This design comes from an exercise in tuning for small area, a short achievable clock period and few clock cycles per item on the open sky130 flow, not from production work.
Only simulation tests tie the RTL to the original design; equivalence was not proved.
No activity file was given, so power comes from the tool's default toggle rates.

==> try-sierra: inputs <==
==> flow/design.v <==
package tlbpt_pkg;
   localparam int TLB_ENTRIES = 4;
   localparam int PAGE_COUNT  = 16;
   localparam int FRAME_COUNT = 8;
   localparam int PAGE_BYTES  = 256;
   localparam int TLB_W    = $clog2(TLB_ENTRIES);
   localparam int PAGE_W   = $clog2(PAGE_COUNT);
   localparam int FRAME_W  = $clog2(FRAME_COUNT);
   localparam int OFFSET_W = $clog2(PAGE_BYTES);
   localparam int ADDR_W  = 12;
   localparam int PHYS_W  = 11;
   localparam int COUNT_W = 16;
endpackage
import tlbpt_pkg::*;
module tlbpt_ctrl
(
   input  logic              clock,
   input  logic              reset,
   input  logic              start,
   input  logic [ADDR_W-1:0] req_addr,
   output logic              busy,
   output logic              req_valid,
   output logic              state_reset,
   output logic [ADDR_W-1:0] req_addr_ff
);
   always_ff @(posedge clock) begin
      if (reset) begin
         req_valid <= 1'b0;
      end else begin
         req_valid <= start;
      end
      req_addr_ff <= req_addr;
      state_reset <= reset;
   end
   assign busy = 1'b0;
endmodule
import tlbpt_pkg::*;
module tlbpt_datapath
(
   input  logic               clock,
   input  logic               reset,
   input  logic               state_reset,
   input  logic               valid,
   input  logic [ADDR_W-1:0]  addr,
   output logic               rsp_valid,
   output logic [PHYS_W-1:0]  phys_addr,
   output logic               tlb_hit,
   output logic               page_fault,
   output logic               evicted,
   output logic [PAGE_W-1:0]  evicted_page,
   output logic [FRAME_W-1:0] frame_used,
   output logic [TLB_W-1:0]   tlb_slot,
   output logic [COUNT_W-1:0] hit_total,
   output logic [COUNT_W-1:0] fault_total
);
   logic [FRAME_COUNT-1:0]              pos_valid_ff;
   logic [FRAME_COUNT-1:0][PAGE_W-1:0]  pos_page_ff;
   logic [FRAME_COUNT-1:0][FRAME_W-1:0] pos_frame_ff;
   logic [TLB_ENTRIES-1:0][TLB_W-1:0]   pos_slot_ff;
   logic [COUNT_W-1:0]                  hit_count_ff;
   logic [COUNT_W-1:0]                  fault_count_ff;
   logic                rsp_valid_ff;
   logic [OFFSET_W-1:0] offset_ff;
   logic                hit_ff;
   logic                fault_ff;
   logic                ev_ff;
   logic [PAGE_W-1:0]   ev_page_ff;
   logic [PAGE_W-1:0]      page;
   logic [FRAME_COUNT-1:0] match;
   logic                   resident;
   logic                   hit;
   logic                   full;
   logic                   evict;
   logic [FRAME_W-1:0]     used_count;
   logic [FRAME_W-1:0]     match_frame;
   logic [TLB_W-1:0]       match_slot;
   logic [FRAME_W-1:0]     new_frame;
   logic [TLB_W-1:0]       new_slot;
   logic [FRAME_COUNT-1:0] shift;
   assign page = addr[OFFSET_W +: PAGE_W];
   always_comb begin
      for (int k = 0; k < FRAME_COUNT; k++) begin
         match[k] = pos_valid_ff[k] && (pos_page_ff[k] == page);
      end
      resident = |match;
      hit      = |match[TLB_ENTRIES-1:0];
      full     = pos_valid_ff[FRAME_COUNT-1];
      evict    = !resident && full;
      used_count = '0;
      for (int k = 0; k < FRAME_COUNT; k++) begin
         if (pos_valid_ff[k]) used_count = FRAME_W'(k + 1);
      end
      match_frame = '0;
      for (int k = 0; k < FRAME_COUNT; k++) begin
         if (match[k]) match_frame = match_frame | pos_frame_ff[k];
      end
      match_slot = '0;
      for (int k = 0; k < TLB_ENTRIES; k++) begin
         if (match[k]) match_slot = match_slot | pos_slot_ff[k];
      end
      new_frame = resident ? match_frame : (full ? pos_frame_ff[FRAME_COUNT-1] : used_count);
      new_slot  = hit ? match_slot :
                  (pos_valid_ff[TLB_ENTRIES-1] ? pos_slot_ff[TLB_ENTRIES-1] : used_count[TLB_W-1:0]);
      shift[0] = 1'b1;
      for (int k = 1; k < FRAME_COUNT; k++) begin
         shift[k] = shift[k-1] && !match[k-1];
      end
   end
   always_ff @(posedge clock) begin
      rsp_valid_ff <= valid && !reset;
   end
   always_ff @(posedge clock) begin
      if (state_reset) begin
         pos_valid_ff <= '0;
      end else begin
         if (valid) begin
            pos_valid_ff[0] <= 1'b1;
            for (int k = 1; k < FRAME_COUNT; k++) begin
               if (shift[k]) pos_valid_ff[k] <= pos_valid_ff[k-1];
            end
         end
      end
   end
   tlbpt_counter u_hit_count (
      .clock (clock),
      .reset (state_reset),
      .inc   (valid && hit),
      .count (hit_count_ff)
   );
   tlbpt_counter u_fault_count (
      .clock (clock),
      .reset (state_reset),
      .inc   (valid && !resident),
      .count (fault_count_ff)
   );
   always_ff @(posedge clock) begin
      if (valid) begin
         pos_page_ff[0]  <= page;
         pos_frame_ff[0] <= new_frame;
         pos_slot_ff[0]  <= new_slot;
         for (int k = 1; k < FRAME_COUNT; k++) begin
            if (shift[k]) begin
               pos_page_ff[k]  <= pos_page_ff[k-1];
               pos_frame_ff[k] <= pos_frame_ff[k-1];
            end
         end
         for (int k = 1; k < TLB_ENTRIES; k++) begin
            if (shift[k]) pos_slot_ff[k] <= pos_slot_ff[k-1];
         end
      end
   end
   always_ff @(posedge clock) begin
      offset_ff  <= addr[OFFSET_W-1:0];
      hit_ff     <= hit;
      fault_ff   <= !resident;
      ev_ff      <= evict;
      ev_page_ff <= evict ? pos_page_ff[FRAME_COUNT-1] : '0;
   end
   assign rsp_valid    = rsp_valid_ff;
   assign phys_addr    = PHYS_W'({pos_frame_ff[0], offset_ff});
   assign tlb_hit      = hit_ff;
   assign page_fault   = fault_ff;
   assign evicted      = ev_ff;
   assign evicted_page = ev_page_ff;
   assign frame_used   = pos_frame_ff[0];
   assign tlb_slot     = pos_slot_ff[0];
   assign hit_total    = hit_count_ff;
   assign fault_total  = fault_count_ff;
endmodule
module tlbpt_counter
(
   input  logic               clock,
   input  logic               reset,
   input  logic               inc,
   output logic [COUNT_W-1:0] count
);
   always_ff @(posedge clock) begin
      if (reset) begin
         count <= '0;
      end else if (inc && (count != '1)) begin
         count <= count + COUNT_W'(1);
      end
   end
endmodule
import tlbpt_pkg::*;
module tlb_page_table_lru_translate_core
(
   input  logic               clock,
   input  logic               reset,
   input  logic               start,
   output logic               busy,
   input  logic [ADDR_W-1:0]  req_logical_address,
   output logic               rsp_valid,
   output logic [PHYS_W-1:0]  rsp_physical_address,
   output logic               rsp_tlb_hit,
   output logic               rsp_page_fault,
   output logic               rsp_evicted,
   output logic [PAGE_W-1:0]  rsp_evicted_page,
   output logic [FRAME_W-1:0] rsp_frame_used,
   output logic [TLB_W-1:0]   rsp_tlb_slot,
   output logic [COUNT_W-1:0] rsp_hit_total,
   output logic [COUNT_W-1:0] rsp_fault_total
);
   logic              req_valid;
   logic              state_reset;
   logic [ADDR_W-1:0] req_addr_ff;
   tlbpt_ctrl u_ctrl (
      .clock       (clock),
      .reset       (reset),
      .start       (start),
      .req_addr    (req_logical_address),
      .busy        (busy),
      .req_valid   (req_valid),
      .state_reset (state_reset),
      .req_addr_ff (req_addr_ff)
   );
   tlbpt_datapath u_datapath (
      .clock        (clock),
      .reset        (reset),
      .state_reset  (state_reset),
      .valid        (req_valid),
      .addr         (req_addr_ff),
      .rsp_valid    (rsp_valid),
      .phys_addr    (rsp_physical_address),
      .tlb_hit      (rsp_tlb_hit),
      .page_fault   (rsp_page_fault),
      .evicted      (rsp_evicted),
      .evicted_page (rsp_evicted_page),
      .frame_used   (rsp_frame_used),
      .tlb_slot     (rsp_tlb_slot),
      .hit_total    (rsp_hit_total),
      .fault_total  (rsp_fault_total)
   );
endmodule
==> flow/flow/run.sh <==
#!/bin/bash
# Standard layout with small port buffers, a clock tree of small leaf buffers
# under one strong root buffer and no dummy loads, and timing repair aimed
# below the design's period.
set -euo pipefail
export BUFFER_PORTS_ARGS="-buffer_cell sky130_fd_sc_hd__buf_2"
export CTS_ARGS="-repair_clock_nets -dont_use_dummy_load -buf_list sky130_fd_sc_hd__clkbuf_4 -root_buf sky130_fd_sc_hd__clkbuf_16"
export SETUP_SLACK_MARGIN=5.8
export SETUP_MOVE_SEQUENCE="unbuffer,sizeup,swap"
export POST_GLOBAL_ROUTE_TCL="$(pwd)/flow/recover.tcl"
bash standard.sh > standard.log 2>&1
==> flow/flow/recover.tcl <==
# After global routing: downsize gates off the critical paths, then repair
# timing again to the same margin, and reroute the nets that changed.
global_route -start_incremental
repair_timing -recover_power 100 -verbose
repair_timing -setup_margin $::env(SETUP_SLACK_MARGIN) -repair_tns 100 -verbose
detailed_placement
global_route -end_incremental
estimate_parasitics -global_routing
report_design_area
report_worst_slack -max
==> flow/standard.sh <==
#!/bin/bash
# synth_recipe.tcl (not shown) runs the flow's synth.tcl, then flattens the netlist and writes it again
# the make line also repeats each setting of config.mk as NAME=value (left out here)
make -C /OpenROAD-flow-scripts/flow DESIGN_CONFIG=/design/flow/config.mk WORK_HOME=/design/flow/orfs CLKGATE_MAP_FILE= SYNTH_SCRIPT=/design/flow/synth_recipe.tcl "${@:-finish}"
==> flow/config.mk <==
export PLATFORM = sky130hd
export DESIGN_NAME = tlb_page_table_lru_translate_core
export DESIGN_NICKNAME = tlb_page_table_lru_translate_core
export VERILOG_FILES = /design/flow/design.v
export SDC_FILE = /design/flow/constraint.sdc
export NUM_CORES = 4
export LEC_CHECK = 0
export CAP_MARGIN = 20
export CORE_MARGIN = 2
export CORE_UTILIZATION = 60
export CTS_BUF_LIST = sky130_fd_sc_hd__clkbuf_4 sky130_fd_sc_hd__clkbuf_8
export CTS_CLUSTER_DIAMETER = 60
export CTS_CLUSTER_SIZE = 30
export SLEW_MARGIN = 20
==> flow/constraint.sdc <==
create_clock -name core_clock -period 8.5 [get_ports {clock}]
set_input_delay 1.7000 -clock core_clock [delete_from_list [all_inputs] [get_ports {clock}]]
set_output_delay 1.7000 -clock core_clock [all_outputs]
set_load 0.01 [all_outputs]
==> try-fjord (differences from try-sierra) <==
==> flow/design.v, changed modules only <==
module tlbpt_ctrl
(
   input  logic              clock,
   input  logic              reset,
   input  logic              start,
   input  logic [ADDR_W-1:0] req_addr,
   output logic              busy,
   output logic              req_valid,
   output logic [ADDR_W-1:0] req_addr_ff
);
   always_ff @(posedge clock) begin
      if (reset) begin
         req_valid <= 1'b0;
      end else begin
         req_valid <= start;
      end
      req_addr_ff <= req_addr;
   end
   assign busy = 1'b0;
endmodule
module tlbpt_datapath
(
   input  logic               clock,
   input  logic               reset,
   input  logic               valid,
   input  logic [ADDR_W-1:0]  addr,
   output logic               rsp_valid,
   output logic [PHYS_W-1:0]  phys_addr,
   output logic               tlb_hit,
   output logic               page_fault,
   output logic               evicted,
   output logic [PAGE_W-1:0]  evicted_page,
   output logic [FRAME_W-1:0] frame_used,
   output logic [TLB_W-1:0]   tlb_slot,
   output logic [COUNT_W-1:0] hit_total,
   output logic [COUNT_W-1:0] fault_total
);
   logic [FRAME_COUNT-1:0]              pos_valid_ff;
   logic [FRAME_COUNT-1:0][PAGE_W-1:0]  pos_page_ff;
   logic [FRAME_COUNT-1:0][FRAME_W-1:0] pos_frame_ff;
   logic [TLB_ENTRIES-1:0][TLB_W-1:0]   pos_slot_ff;
   logic [COUNT_W-1:0]                  hit_count_ff;
   logic [COUNT_W-1:0]                  fault_count_ff;
   logic                rsp_valid_ff;
   logic [OFFSET_W-1:0] offset_ff;
   logic                hit_ff;
   logic                fault_ff;
   logic                ev_ff;
   logic [PAGE_W-1:0]   ev_page_ff;
   logic [PAGE_W-1:0]      page;
   logic [FRAME_COUNT-1:0] match;
   logic                   resident;
   logic                   hit;
   logic                   full;
   logic                   evict;
   logic [FRAME_W-1:0]     used_count;
   logic [FRAME_W-1:0]     match_frame;
   logic [TLB_W-1:0]       match_slot;
   logic [FRAME_W-1:0]     new_frame;
   logic [TLB_W-1:0]       new_slot;
   logic [FRAME_COUNT-1:0] shift;
   assign page = addr[OFFSET_W +: PAGE_W];
   always_comb begin
      for (int k = 0; k < FRAME_COUNT; k++) begin
         match[k] = pos_valid_ff[k] && (pos_page_ff[k] == page);
      end
      resident = |match;
      hit      = |match[TLB_ENTRIES-1:0];
      full     = pos_valid_ff[FRAME_COUNT-1];
      evict    = !resident && full;
      used_count = '0;
      for (int k = 0; k < FRAME_COUNT; k++) begin
         if (pos_valid_ff[k]) used_count = FRAME_W'(k + 1);
      end
      match_frame = '0;
      for (int k = 0; k < FRAME_COUNT; k++) begin
         if (match[k]) match_frame = match_frame | pos_frame_ff[k];
      end
      match_slot = '0;
      for (int k = 0; k < TLB_ENTRIES; k++) begin
         if (match[k]) match_slot = match_slot | pos_slot_ff[k];
      end
      new_frame = resident ? match_frame : (full ? pos_frame_ff[FRAME_COUNT-1] : used_count);
      new_slot  = hit ? match_slot :
                  (pos_valid_ff[TLB_ENTRIES-1] ? pos_slot_ff[TLB_ENTRIES-1] : used_count[TLB_W-1:0]);
      shift[0] = 1'b1;
      for (int k = 1; k < FRAME_COUNT; k++) begin
         shift[k] = shift[k-1] && !match[k-1];
      end
   end
   always_ff @(posedge clock) begin
      if (reset) begin
         pos_valid_ff   <= '0;
         hit_count_ff   <= '0;
         fault_count_ff <= '0;
         rsp_valid_ff   <= 1'b0;
      end else begin
         rsp_valid_ff <= valid;
         if (valid) begin
            pos_valid_ff[0] <= 1'b1;
            for (int k = 1; k < FRAME_COUNT; k++) begin
               if (shift[k]) pos_valid_ff[k] <= pos_valid_ff[k-1];
            end
            if (hit && (hit_count_ff != '1)) begin
               hit_count_ff <= hit_count_ff + COUNT_W'(1);
            end
            if (!resident && (fault_count_ff != '1)) begin
               fault_count_ff <= fault_count_ff + COUNT_W'(1);
            end
         end
      end
   end
   always_ff @(posedge clock) begin
      if (valid) begin
         pos_page_ff[0]  <= page;
         pos_frame_ff[0] <= new_frame;
         pos_slot_ff[0]  <= new_slot;
         for (int k = 1; k < FRAME_COUNT; k++) begin
            if (shift[k]) begin
               pos_page_ff[k]  <= pos_page_ff[k-1];
               pos_frame_ff[k] <= pos_frame_ff[k-1];
            end
         end
         for (int k = 1; k < TLB_ENTRIES; k++) begin
            if (shift[k]) pos_slot_ff[k] <= pos_slot_ff[k-1];
         end
      end
   end
   always_ff @(posedge clock) begin
      offset_ff  <= addr[OFFSET_W-1:0];
      hit_ff     <= hit;
      fault_ff   <= !resident;
      ev_ff      <= evict;
      ev_page_ff <= evict ? pos_page_ff[FRAME_COUNT-1] : '0;
   end
   assign rsp_valid    = rsp_valid_ff;
   assign phys_addr    = PHYS_W'({pos_frame_ff[0], offset_ff});
   assign tlb_hit      = hit_ff;
   assign page_fault   = fault_ff;
   assign evicted      = ev_ff;
   assign evicted_page = ev_page_ff;
   assign frame_used   = pos_frame_ff[0];
   assign tlb_slot     = pos_slot_ff[0];
   assign hit_total    = hit_count_ff;
   assign fault_total  = fault_count_ff;
endmodule
module tlb_page_table_lru_translate_core
(
   input  logic               clock,
   input  logic               reset,
   input  logic               start,
   output logic               busy,
   input  logic [ADDR_W-1:0]  req_logical_address,
   output logic               rsp_valid,
   output logic [PHYS_W-1:0]  rsp_physical_address,
   output logic               rsp_tlb_hit,
   output logic               rsp_page_fault,
   output logic               rsp_evicted,
   output logic [PAGE_W-1:0]  rsp_evicted_page,
   output logic [FRAME_W-1:0] rsp_frame_used,
   output logic [TLB_W-1:0]   rsp_tlb_slot,
   output logic [COUNT_W-1:0] rsp_hit_total,
   output logic [COUNT_W-1:0] rsp_fault_total
);
   logic              req_valid;
   logic [ADDR_W-1:0] req_addr_ff;
   tlbpt_ctrl u_ctrl (
      .clock       (clock),
      .reset       (reset),
      .start       (start),
      .req_addr    (req_logical_address),
      .busy        (busy),
      .req_valid   (req_valid),
      .req_addr_ff (req_addr_ff)
   );
   tlbpt_datapath u_datapath (
      .clock        (clock),
      .reset        (reset),
      .valid        (req_valid),
      .addr         (req_addr_ff),
      .rsp_valid    (rsp_valid),
      .phys_addr    (rsp_physical_address),
      .tlb_hit      (rsp_tlb_hit),
      .page_fault   (rsp_page_fault),
      .evicted      (rsp_evicted),
      .evicted_page (rsp_evicted_page),
      .frame_used   (rsp_frame_used),
      .tlb_slot     (rsp_tlb_slot),
      .hit_total    (rsp_hit_total),
      .fault_total  (rsp_fault_total)
   );
endmodule
// module tlbpt_counter removed
==> flow/run.sh (new file) <==
#!/bin/bash
# synth_recipe.tcl (not shown) runs the flow's synth.tcl, then flattens the netlist and writes it again
# the make line also repeats each setting of config.mk as NAME=value (left out here)
make -C /OpenROAD-flow-scripts/flow DESIGN_CONFIG=/design/flow/config.mk WORK_HOME=/design/flow/orfs CLKGATE_MAP_FILE= SYNTH_SCRIPT=/design/flow/synth_recipe.tcl finish
CORE_UTILIZATION = 40   (was 60)
CTS_BUF_LIST = unset   (was sky130_fd_sc_hd__clkbuf_4 sky130_fd_sc_hd__clkbuf_8)
CTS_CLUSTER_DIAMETER = unset   (was 60)
CTS_CLUSTER_SIZE = unset   (was 30)
removed: flow/flow/run.sh
removed: flow/flow/recover.tcl
removed: flow/standard.sh
==> try-lagoon (differences from try-sierra) <==
--- a/flow/flow/run.sh
+++ b/flow/flow/run.sh
@@ -6,6 +6,5 @@
 export BUFFER_PORTS_ARGS="-buffer_cell sky130_fd_sc_hd__buf_2"
 export CTS_ARGS="-repair_clock_nets -dont_use_dummy_load -buf_list sky130_fd_sc_hd__clkbuf_4 -root_buf sky130_fd_sc_hd__clkbuf_16"
 export SETUP_SLACK_MARGIN=5.8
-export SETUP_MOVE_SEQUENCE="unbuffer,sizeup,swap"
 export POST_GLOBAL_ROUTE_TCL="$(pwd)/flow/recover.tcl"
 bash standard.sh > standard.log 2>&1
GPL_TIMING_DRIVEN = 0   (was unset)
==> qor summary <==
| metric | try-fjord | try-sierra | try-lagoon |
|---|---|---|---|
| Status | finished clean | finished clean | finished clean |
| Endpoint type of the worst setup path | register | output port | output port |
| First-pass iteration count of the detailed router | 5 | 4 | 4 |
| DR vias | 3866 | 3597 | 3757 |
| CP Launch Point | u_ctrl.req_addr_ff[11] | u_datapath.pos_frame_ff[1] | u_datapath.pos_frame_ff[2] |
| Max_slew headroom | 32.2% | 36.4% | 51.1% |
| Routed wl met2 | 5810 um | 5040 um | 5630 um |
| Commonest non-fill, non-tap cell in the layout | sky130_fd_sc_hd__clkdlybuf4s50_1 | sky130_fd_sc_hd__edfxtp_1 | sky130_fd_sc_hd__dfxtp_1 |
| Final standard cell utilization of the core | 51.5% | 67.9% | 72.3% |
| Non-clock inverter total of the final layout | 13 | 12 | 12 |
| Biggest power consumer among the groups | the clock network | registers | registers |
| Hold EP | u_datapath.offset_ff[5] | u_datapath.offset_ff[7] | u_datapath.offset_ff[1] |
| Final-layout non-clock buffer area share | 11.0% | 7.11% | 11.9% |
| Number of fillers in the final layout | 1164 | 710 | 660 |
| Fmax | 317 MHz | 379 MHz | 346 MHz |
| Non-clock buffer instance count of the final layout | 76 | 89 | 126 |
| Worst-case setup margin in the final layout | 5340 ps | 5860 ps | 5610 ps |
| Design internal power | 1.21 mW | 839 uW | 854 uW |
| Count of synthesis-stage warnings from yosys | 2 | 3 | 3 |
| Fin area | 6790 um^2 | 5860 um^2 | 6240 um^2 |
| Detailed placement HPWL | 7970 um | 7140 um | 7520 um |
| WL final | 11900 um | 10500 um | 10900 um |
| Wire length per cell | 16.8 um | 16.7 um | 16.4 um |
| Start-to-end type of the worst setup path | reg2reg | reg2out | reg2out |
Testbench counts of try-sierra, summed over its fixed seeds: cycles 16,016, items 16,000.
Testbench counts of try-fjord, summed over its fixed seeds: cycles 16,016, items 16,000.
Testbench counts of try-lagoon, summed over its fixed seeds: cycles 16,016, items 16,000.

separate check: timing with driven ports:
How much do the figures lean on ideal ports? The routed layouts below were timed once more, with nothing changed but the port constraints.
Step 1 (the two cells are an assumption about what drives the block):
set clk [get_ports {clock}]
set_driving_cell -lib_cell sky130_fd_sc_hd__clkbuf_16 $clk
set_driving_cell -lib_cell sky130_fd_sc_hd__buf_2 [delete_from_list [all_inputs] $clk]
Step 2, shift: input delay + t, output delay - t, t = (earliest + latest rising clock arrival at the registers) / 2. This alone moves slack from input paths to output paths.
Slacks: ideal ports / drivers / drivers and shift; pairs: ideal ports / drivers.
run	shift t [ns]	slack for setup (ns)	worst register clock-pin slew, ns
try-sierra	0.372	5.863 / 5.826 / 5.932	0.11 / 0.11
try-fjord	0.453	5.342 / 5.313 / 5.217	0.06 / 0.06
try-lagoon	0.378	5.613 / 5.574 / 5.931	0.11 / 0.11
After both steps setup and hold are still met in every run listed. The setup slack of try-fjord, which loses most, moves by -0.029 ns with the drivers and by -0.125 ns with both steps.
